Background: an optimization exercise with open tools, aiming at small area, a short achievable clock period and few clock cycles. Do not read the settings as production practice. Where RTL was checked, it was by simulation tests only, not by an equivalence proof against the original. No activity file was given, so power comes from the tool's default toggle rates.

// ex_top
module ex_top #(
    parameter int DATA_W = ex_pkg::DATA_W_DEF
) (
    input  logic              clk,
    input  logic              reset_i,
    input  logic              in_valid_i,
    output logic              in_ready_o,
    input  ex_pkg::alu_op_t   aluop_i,
    input  logic [DATA_W-1:0] reg1_i,
    input  logic [DATA_W-1:0] reg2_i,
    input  ex_pkg::reg_addr_t wd_i,
    input  logic              wreg_i,
    output logic              out_valid_o,
    input  logic              out_ready_i,
    output ex_pkg::reg_addr_t wd_o,
    output logic              wreg_o,
    output logic [DATA_W-1:0] wdata_o,
    output logic              overflow_o
);
    ex_pkg::alu_op_t     op;
    logic [DATA_W-1:0]   opa;
    logic [DATA_W-1:0]   opb;
    logic [DATA_W-1:0]   logic_res;
    logic [DATA_W-1:0]   shift_res;
    logic [DATA_W-1:0]   sum;
    logic                lt;
    logic [5:0]          clz;
    logic                ovf;
    logic                mul_signed;
  ...
==> module ex_ctrl, before the edit <==
module ex_ctrl #(
    parameter int DATA_W = ex_pkg::DATA_W_DEF
) (
    input  logic                clk,
    input  logic                reset_i,
    input  logic                in_valid_i,
    output logic                in_ready_o,
    input  ex_pkg::alu_op_t     aluop_i,
    input  logic [DATA_W-1:0]   reg1_i,
    input  logic [DATA_W-1:0]   reg2_i,
    input  ex_pkg::reg_addr_t   wd_i,
    input  logic                wreg_i,
    output logic                out_valid_o,
    input  logic                out_ready_i,
    output ex_pkg::reg_addr_t   wd_o,
    output logic                wreg_o,
    output logic [DATA_W-1:0]   wdata_o,
    output logic                overflow_o,
    output ex_pkg::alu_op_t     op_o,
    output logic [DATA_W-1:0]   opa_o,
    output logic [DATA_W-1:0]   opb_o,
    input  logic [DATA_W-1:0]   logic_i,
    input  logic [DATA_W-1:0]   shift_i,
    input  logic [DATA_W-1:0]   sum_i,
    input  logic                lt_i,
    input  logic [5:0]          clz_i,
    input  logic                ovf_i,
    output logic                mul_signed_o,
    output logic [3:0]          mul_one_o,
    output logic [3:0]          mul_two_o,
    output logic [3:0]          mul_neg_o,
    output logic                mul_first_o,
    output logic                mul_corr_o,
    output logic [31:0]         mul_acc_o,
    input  logic [39:0]         mul_v_i
);
    localparam int RW = DATA_W + 7;    
    logic              in_v;
    ex_pkg::alu_op_t   op_q;
    logic [DATA_W-1:0] a_q;
    logic [DATA_W-1:0] b_q;
    ex_pkg::reg_addr_t wd_q;
    logic              wreg_q;
    logic [1:0]        cnt_q;
    logic [11:0]       bsel_q;      
    logic              in_ready_q;
    logic              sk_v;
    logic [RW-1:0]     sk_q;
    logic [RW-1:0]     out_q;
    logic [DATA_W-1:0] hi_q;
    logic [DATA_W-1:0] lo_q;
    logic              accept;
    logic              is_mul;
    logic              mul_last;
    logic              done;
    logic              fire;
    logic              out_free;
    logic              in_v_next;
    logic              sk_v_next;
    logic              done_next;
    logic              step;
    logic [DATA_W-1:0] mul_lo;
    logic [DATA_W-1:0] res;
    logic [RW-1:0]     res_w;
    function automatic logic [11:0] booth_enc(input logic [7:0] c, input logic prev);
        logic [2:0] t;
        for (int j = 0; j < 4; j++)
        begin
            t = {c[2*j+1], c[2*j], (j == 0) ? prev : c[2*j-1]};
            booth_enc[j]     = t[1] ^ t[0];
            booth_enc[4 + j] = (t[2] & ~t[1] & ~t[0]) | (~t[2] & t[1] & t[0]);
            booth_enc[8 + j] = t[2];
        end
    endfunction
    function automatic logic op_is_mul(input ex_pkg::alu_op_t op);
        op_is_mul = (op == ex_pkg::OP_MULT) || (op == ex_pkg::OP_MULTU) || (op == ex_pkg::OP_MUL);
    endfunction
    assign in_ready_o = in_ready_q;
    assign accept     = in_valid_i && in_ready_q;
    assign is_mul   = op_is_mul(op_q);
    assign mul_last = (cnt_q == 2'd3);
    assign done     = !is_mul || mul_last;
    assign fire     = in_v && done && !sk_v;
    assign step     = in_v && is_mul && !mul_last && !sk_v;
    assign out_free = !out_valid_o || out_ready_i;
    assign op_o  = op_q;
    assign opa_o = a_q;
    assign opb_o = b_q;
    assign mul_signed_o = (op_q != ex_pkg::OP_MULTU);
    assign {mul_neg_o, mul_two_o, mul_one_o} = bsel_q;
    assign mul_first_o  = (cnt_q == 2'd0);
    assign mul_corr_o   = mul_last && (op_q == ex_pkg::OP_MULTU) && b_q[7];
    assign mul_acc_o    = sk_q[32:1];
    assign mul_lo       = {mul_v_i[7:0], b_q[DATA_W-1:8]};
    always_comb
    begin
        case (op_q)
            ex_pkg::OP_OR, ex_pkg::OP_AND, ex_pkg::OP_NOR, ex_pkg::OP_XOR:
                res = logic_i;
            ex_pkg::OP_SLL, ex_pkg::OP_SRL, ex_pkg::OP_SRA:
                res = shift_i;
            ex_pkg::OP_ADD, ex_pkg::OP_ADDU, ex_pkg::OP_SUB, ex_pkg::OP_SUBU:
                res = sum_i;
            ex_pkg::OP_SLT, ex_pkg::OP_SLTU:
                res = {{(DATA_W-1){1'b0}}, lt_i};
            ex_pkg::OP_CLZ, ex_pkg::OP_CLO:
                res = {{(DATA_W-6){1'b0}}, clz_i};
            ex_pkg::OP_MULT, ex_pkg::OP_MULTU, ex_pkg::OP_MUL:
                res = mul_last ? mul_lo : mul_v_i[39:8];
            ex_pkg::OP_MFHI:
                res = hi_q;
            ex_pkg::OP_MFLO:
                res = lo_q;
            default:
                res = '0;
        endcase
    end
    assign res_w = {wd_q, wreg_q && !ovf_i, res, ovf_i};
    assign {wd_o, wreg_o, wdata_o, overflow_o} = out_q;
    assign in_v_next = accept || (in_v && !fire);
    assign sk_v_next = sk_v ? !out_free : (fire && !out_free);
    assign done_next = accept ? !op_is_mul(aluop_i) : (!is_mul || mul_last || (cnt_q == 2'd2 && step));
    always_ff @(posedge clk)
    begin
        if (reset_i)
        begin
            in_v        <= 1'b0;
            in_ready_q  <= 1'b1;
            out_valid_o <= 1'b0;
            sk_v        <= 1'b0;
        end
        else
        begin
            in_v        <= in_v_next;
            in_ready_q  <= !in_v_next || (done_next && !sk_v_next);
            out_valid_o <= sk_v || fire || (out_valid_o && !out_ready_i);
            sk_v        <= sk_v_next;
        end
    end
    always_ff @(posedge clk)
    begin
        if (in_ready_q)
        begin
            op_q    <= aluop_i;
            a_q     <= reg1_i;
            wd_q    <= wd_i;
            wreg_q  <= wreg_i;
        end
    end
    always_ff @(posedge clk)
    begin
        if (in_ready_q)
        begin
            b_q     <= reg2_i;
            cnt_q   <= 2'd0;
            bsel_q  <= booth_enc(reg2_i[7:0], 1'b0);
        end
        else if (step)
        begin
            b_q     <= mul_lo;
            cnt_q   <= cnt_q + 2'd1;
            bsel_q  <= booth_enc(b_q[15:8], b_q[7]);
        end
    end
    always_ff @(posedge clk)
    begin
        if (out_free)
            out_q <= sk_v ? sk_q : res_w;
        if (!sk_v)
            sk_q <= res_w;
    end
    always_ff @(posedge clk)
    begin
        if (reset_i)
        begin
            hi_q <= '0;
            lo_q <= '0;
        end
        else if (fire)
        begin
            case (op_q)
                ex_pkg::OP_MTHI: hi_q <= a_q;
                ex_pkg::OP_MTLO: lo_q <= a_q;
                ex_pkg::OP_MULT, ex_pkg::OP_MULTU:
                begin
                    hi_q <= mul_v_i[39:8];
                    lo_q <= mul_lo;
                end
                default: ;
            endcase
        end
    end
endmodule
clock: 25.0 ns
lec_check: 0
cap_margin: 20
core_margin: 2
core_utilization: 40
slew_margin: 20
standard.sh (not shown) runs the stock make flow with config.mk's settings and CLKGATE_MAP_FILE= SYNTH_SCRIPT=/design/flow/synth_recipe.tcl, a recipe that flattens the netlist after the stock synthesis.
==> flow/flow/run.sh <==
#!/bin/bash
# The standard layout, with repair_timing aiming at a shorter path than the
# 25 ns clock needs (a larger setup slack margin) and plain buffers (not delay
# cells) on the ports; constraints are unchanged.
set -euo pipefail
bash standard.sh SETUP_SLACK_MARGIN=19 "BUFFER_PORTS_ARGS=-buffer_cell sky130_fd_sc_hd__buf_2" finish > standard_flow.log 2>&1
Testbench counts at the start, summed over its fixed seeds: cycles 6,532.
Then changed:
--- a/flow/design.v
+++ b/flow/design.v
@@ -740,12 +740,17 @@
             bsel_q  <= booth_enc(b_q[15:8], b_q[7]);
         end
     end
     always_ff @(posedge clk)
     begin
-        if (out_free)
+        if (reset_i)
+            out_q <= '0;
+        else if (out_free)
             out_q <= sk_v ? sk_q : res_w;
+    end
+    always_ff @(posedge clk)
+    begin
         if (!sk_v)
             sk_q <= res_w;
     end
     always_ff @(posedge clk)
     begin
=>
- The new run completed with no timing, DRC or antenna violations
- clock-buffer cell count rose by 9
- combinational power rose by about 5%
- die area rose by 2.6%
- design area rose by 4.1%
- worst setup slack is better by 0.10 ns
- area after synthesis rose by 2.6%
- clock skew stays flat
- worst hold slack is worse by 0.0098 ns
- routed wire length rose by 9.4%
- flip-flop and latch count does not change
Only the layout flow was run in the second run of this note; the RTL was not checked for function there.

* * *

ex_top, a different RTL version from the one above (not shown whole).
Size in the first run: ~2900 cells after synthesis, roughly 230 flip-flops, roughly 120 I/O pins, ~25000 µm² of cells after synthesis.
==> module ex_ctrl, before the edit <==
module ex_ctrl #(
    parameter int DATA_W = ex_pkg::DATA_W_DEF
) (
    input  logic                clk,
    input  logic                reset_i,
    input  logic                in_valid_i,
    output logic                in_ready_o,
    input  ex_pkg::alu_op_t     aluop_i,
    input  logic [DATA_W-1:0]   reg1_i,
    input  logic [DATA_W-1:0]   reg2_i,
    input  ex_pkg::reg_addr_t   wd_i,
    input  logic                wreg_i,
    output logic                out_valid_o,
    input  logic                out_ready_i,
    output ex_pkg::reg_addr_t   wd_o,
    output logic                wreg_o,
    output logic [DATA_W-1:0]   wdata_o,
    output logic                overflow_o,
    output ex_pkg::alu_op_t     op_o,
    output logic [DATA_W-1:0]   opa_o,
    output logic [DATA_W-1:0]   opb_o,
    input  logic [DATA_W-1:0]   logic_i,
    input  logic [DATA_W-1:0]   shift_i,
    input  logic [DATA_W-1:0]   sum_i,
    input  logic                lt_i,
    input  logic [5:0]          clz_i,
    input  logic                ovf_i,
    output logic                mul_signed_o,
    output logic [3:0]          mul_one_o,
    output logic [3:0]          mul_two_o,
    output logic [3:0]          mul_neg_o,
    output logic                mul_first_o,
    output logic                mul_corr_o,
    output logic [31:0]         mul_acc_o,
    input  logic [39:0]         mul_v_i
);
    localparam int RW = DATA_W + 7;    
    logic              in_v;
    ex_pkg::alu_op_t   op_q;
    logic [DATA_W-1:0] a_q;
    logic [DATA_W-1:0] b_q;
    ex_pkg::reg_addr_t wd_q;
    logic              wreg_q;
    logic [1:0]        cnt_q;
    logic [11:0]       bsel_q;      
    logic              in_ready_q;
    logic              sk_v;
    logic [RW-1:0]     sk_q;
    logic [RW-1:0]     out_q;
    logic [DATA_W-1:0] hi_q;
    logic [DATA_W-1:0] lo_q;
    logic              accept;
    logic              is_mul;
    logic              mul_last;
    logic              done;
    logic              fire;
    logic              out_free;
    logic              in_v_next;
    logic              sk_v_next;
    logic              done_next;
    logic              step;
    logic [DATA_W-1:0] mul_lo;
    logic [DATA_W-1:0] res;
    logic [RW-1:0]     res_w;
    function automatic logic [11:0] booth_enc(input logic [7:0] c, input logic prev);
        logic [2:0] t;
        for (int j = 0; j < 4; j++)
        begin
            t = {c[2*j+1], c[2*j], (j == 0) ? prev : c[2*j-1]};
            booth_enc[j]     = t[1] ^ t[0];
            booth_enc[4 + j] = (t[2] & ~t[1] & ~t[0]) | (~t[2] & t[1] & t[0]);
            booth_enc[8 + j] = t[2];
        end
    endfunction
    function automatic logic op_is_mul(input ex_pkg::alu_op_t op);
        op_is_mul = (op == ex_pkg::OP_MULT) || (op == ex_pkg::OP_MULTU) || (op == ex_pkg::OP_MUL);
    endfunction
    assign in_ready_o = in_ready_q;
    assign accept     = in_valid_i && in_ready_q;
    assign is_mul   = op_is_mul(op_q);
    assign mul_last = (cnt_q == 2'd3);
    assign done     = !is_mul || mul_last;
    assign fire     = in_v && done && !sk_v;
    assign step     = in_v && is_mul && !mul_last && !sk_v;
    assign out_free = !out_valid_o || out_ready_i;
    assign op_o  = op_q;
    assign opa_o = a_q;
    assign opb_o = b_q;
    assign mul_signed_o = (op_q != ex_pkg::OP_MULTU);
    assign {mul_neg_o, mul_two_o, mul_one_o} = bsel_q;
    assign mul_first_o  = (cnt_q == 2'd0);
    assign mul_corr_o   = mul_last && (op_q == ex_pkg::OP_MULTU) && b_q[7];
    assign mul_acc_o    = sk_q[32:1];
    assign mul_lo       = {mul_v_i[7:0], b_q[DATA_W-1:8]};
    logic s_log, s_sh, s_add, s_lt, s_clz, s_mul, s_hi, s_lo;
    assign s_log = (op_q <= ex_pkg::OP_XOR);
    assign s_sh  = (op_q >= ex_pkg::OP_SLL) && (op_q <= ex_pkg::OP_SRA);
    assign s_add = (op_q >= ex_pkg::OP_ADD) && (op_q <= ex_pkg::OP_SUBU);
    assign s_lt  = (op_q == ex_pkg::OP_SLT) || (op_q == ex_pkg::OP_SLTU);
    assign s_clz = (op_q == ex_pkg::OP_CLZ) || (op_q == ex_pkg::OP_CLO);
    assign s_mul = is_mul;
    assign s_hi  = (op_q == ex_pkg::OP_MFHI);
    assign s_lo  = (op_q == ex_pkg::OP_MFLO);
    assign res = ({DATA_W{s_log}} & logic_i) | ({DATA_W{s_sh}} & shift_i) |
                 ({DATA_W{s_add}} & sum_i) | {{(DATA_W-1){1'b0}}, s_lt & lt_i} |
                 ({DATA_W{s_clz}} & {{(DATA_W-6){1'b0}}, clz_i}) |
                 ({DATA_W{s_mul}} & (mul_last ? mul_lo : mul_v_i[39:8])) |
                 ({DATA_W{s_hi}} & hi_q) | ({DATA_W{s_lo}} & lo_q);
    assign res_w = {wd_q, wreg_q && !ovf_i, res, ovf_i};
    assign {wd_o, wreg_o, wdata_o, overflow_o} = out_q;
    assign in_v_next = accept || (in_v && !fire);
    assign sk_v_next = sk_v ? !out_free : (fire && !out_free);
    assign done_next = accept ? !op_is_mul(aluop_i) : (!is_mul || mul_last || (cnt_q == 2'd2 && step));
    always_ff @(posedge clk)
    begin
        if (reset_i)
        begin
            in_v        <= 1'b0;
            in_ready_q  <= 1'b1;
            out_valid_o <= 1'b0;
            sk_v        <= 1'b0;
        end
        else
        begin
            in_v        <= in_v_next;
            in_ready_q  <= !in_v_next || (done_next && !sk_v_next);
            out_valid_o <= sk_v || fire || (out_valid_o && !out_ready_i);
            sk_v        <= sk_v_next;
        end
    end
    always_ff @(posedge clk)
    begin
        if (in_ready_q)
        begin
            op_q    <= aluop_i;
            a_q     <= reg1_i;
            wd_q    <= wd_i;
            wreg_q  <= wreg_i;
        end
    end
    always_ff @(posedge clk)
    begin
        if (in_ready_q)
        begin
            b_q     <= reg2_i;
            cnt_q   <= 2'd0;
            bsel_q  <= booth_enc(reg2_i[7:0], 1'b0);
        end
        else if (step)
        begin
            b_q     <= mul_lo;
            cnt_q   <= cnt_q + 2'd1;
            bsel_q  <= booth_enc(b_q[15:8], b_q[7]);
        end
    end
    always_ff @(posedge clk)
    begin
        if (out_free)
            out_q <= sk_v ? sk_q : res_w;
        if (!sk_v)
            sk_q <= res_w;
    end
    always_ff @(posedge clk)
    begin
        if (reset_i)
        begin
            hi_q <= '0;
            lo_q <= '0;
        end
        else if (fire)
        begin
            case (op_q)
                ex_pkg::OP_MTHI: hi_q <= a_q;
                ex_pkg::OP_MTLO: lo_q <= a_q;
                ex_pkg::OP_MULT, ex_pkg::OP_MULTU:
                begin
                    hi_q <= mul_v_i[39:8];
                    lo_q <= mul_lo;
                end
                default: ;
            endcase
        end
    end
endmodule
Settings: LEC_CHECK=0, CAP_MARGIN=20, CORE_MARGIN=2, CORE_UTILIZATION=40, SLEW_MARGIN=20; clock period 25.0 ns.
Scripts as last shown in full above: flow/flow/run.sh
The starting point completed with no timing, DRC or antenna violations.
Testbench counts at the start, summed over its fixed seeds: cycles 6,532.
==> next run, changes <==
--- a/flow/design.v
+++ b/flow/design.v
@@ -738,6 +738,10 @@
         if (!sk_v)
             sk_q <= res_w;
     end
+    logic hi_we, lo_we, move_op;
+    assign move_op = (op_q == ex_pkg::OP_MTHI) || (op_q == ex_pkg::OP_MTLO);
+    assign hi_we   = fire && ((op_q == ex_pkg::OP_MTHI) || (op_q == ex_pkg::OP_MULT) || (op_q == ex_pkg::OP_MULTU));
+    assign lo_we   = fire && ((op_q == ex_pkg::OP_MTLO) || (op_q == ex_pkg::OP_MULT) || (op_q == ex_pkg::OP_MULTU));
     always_ff @(posedge clk)
     begin
         if (reset_i)
@@ -745,18 +749,12 @@
             hi_q <= '0;
             lo_q <= '0;
         end
-        else if (fire)
+        else
         begin
-            case (op_q)
-                ex_pkg::OP_MTHI: hi_q <= a_q;
-                ex_pkg::OP_MTLO: lo_q <= a_q;
-                ex_pkg::OP_MULT, ex_pkg::OP_MULTU:
-                begin
-                    hi_q <= mul_v_i[39:8];
-                    lo_q <= mul_lo;
-                end
-                default: ;
-            endcase
+            if (hi_we)
+                hi_q <= move_op ? a_q : mul_v_i[39:8];
+            if (lo_we)
+                lo_q <= move_op ? a_q : mul_lo;
         end
     end
 endmodule
The changed run completed with no timing, DRC or antenna violations.
Worst hold slack barely changes.
Combinational power climbs by 9.4%.
Global-route usage climbs by 0.66 points.
Worst setup slack is better by 0.094 ns.
Fmax climbs by 1.5%.
Utilization climbs by 1.3 points.
Design area climbs by 2.4%.
Count of clock-buffer cells in the layout drops by 2.
Critical path depth stays the same.
Sequential share of layout area drops by 0.50 points.
Die area drops by 0.65%.
Register-to-register slack is worse by 0.09 ns.
Synthesized area drops by 0.66%.
Synthesized cell count climbs by 0.70%.
Testbench counts after the change, summed over its fixed seeds: cycles 6,532.

## port drivers added, routing unchanged
No port has a modelled driver above. Below, the same layouts with a new extraction and two added sets of constraints. Step 1: set_driving_cell puts a clkbuf_16 on clk and a buf_2 on each other input, an assumption about the parent block. Step 2 also shifts input and output timing later by t, the mid clock arrival at the registers, as if the neighbouring blocks saw the same clock. Three values: ideal ports, drivers, drivers and shift; two values: the first two.
| run | shift t [ns] | setup slack, ns | worst setup path after step 2 | latest minus earliest clock arrival (ns) |
|---|---|---|---|---|
| the first run of note 1 | 0.621 | 18.794 / 18.739 / 18.525 | input to register | 0.025 / 0.025 |
| the second run of note 1 | 0.667 | 18.898 / 18.831 / 18.528 | input to register | 0.027 / 0.027 |
| the first run of note 2 | 0.625 | 18.741 / 18.685 / 18.353 | input to register | 0.017 / 0.018 |
| the second run of note 2 | 0.661 | 18.835 / 18.773 / 18.759 | input to register | 0.026 / 0.025 |
After both steps every run listed still meets setup and hold. The setup slack of the first run of note 2, which loses most, moves by -0.056 ns with the drivers and by -0.388 ns with both steps.
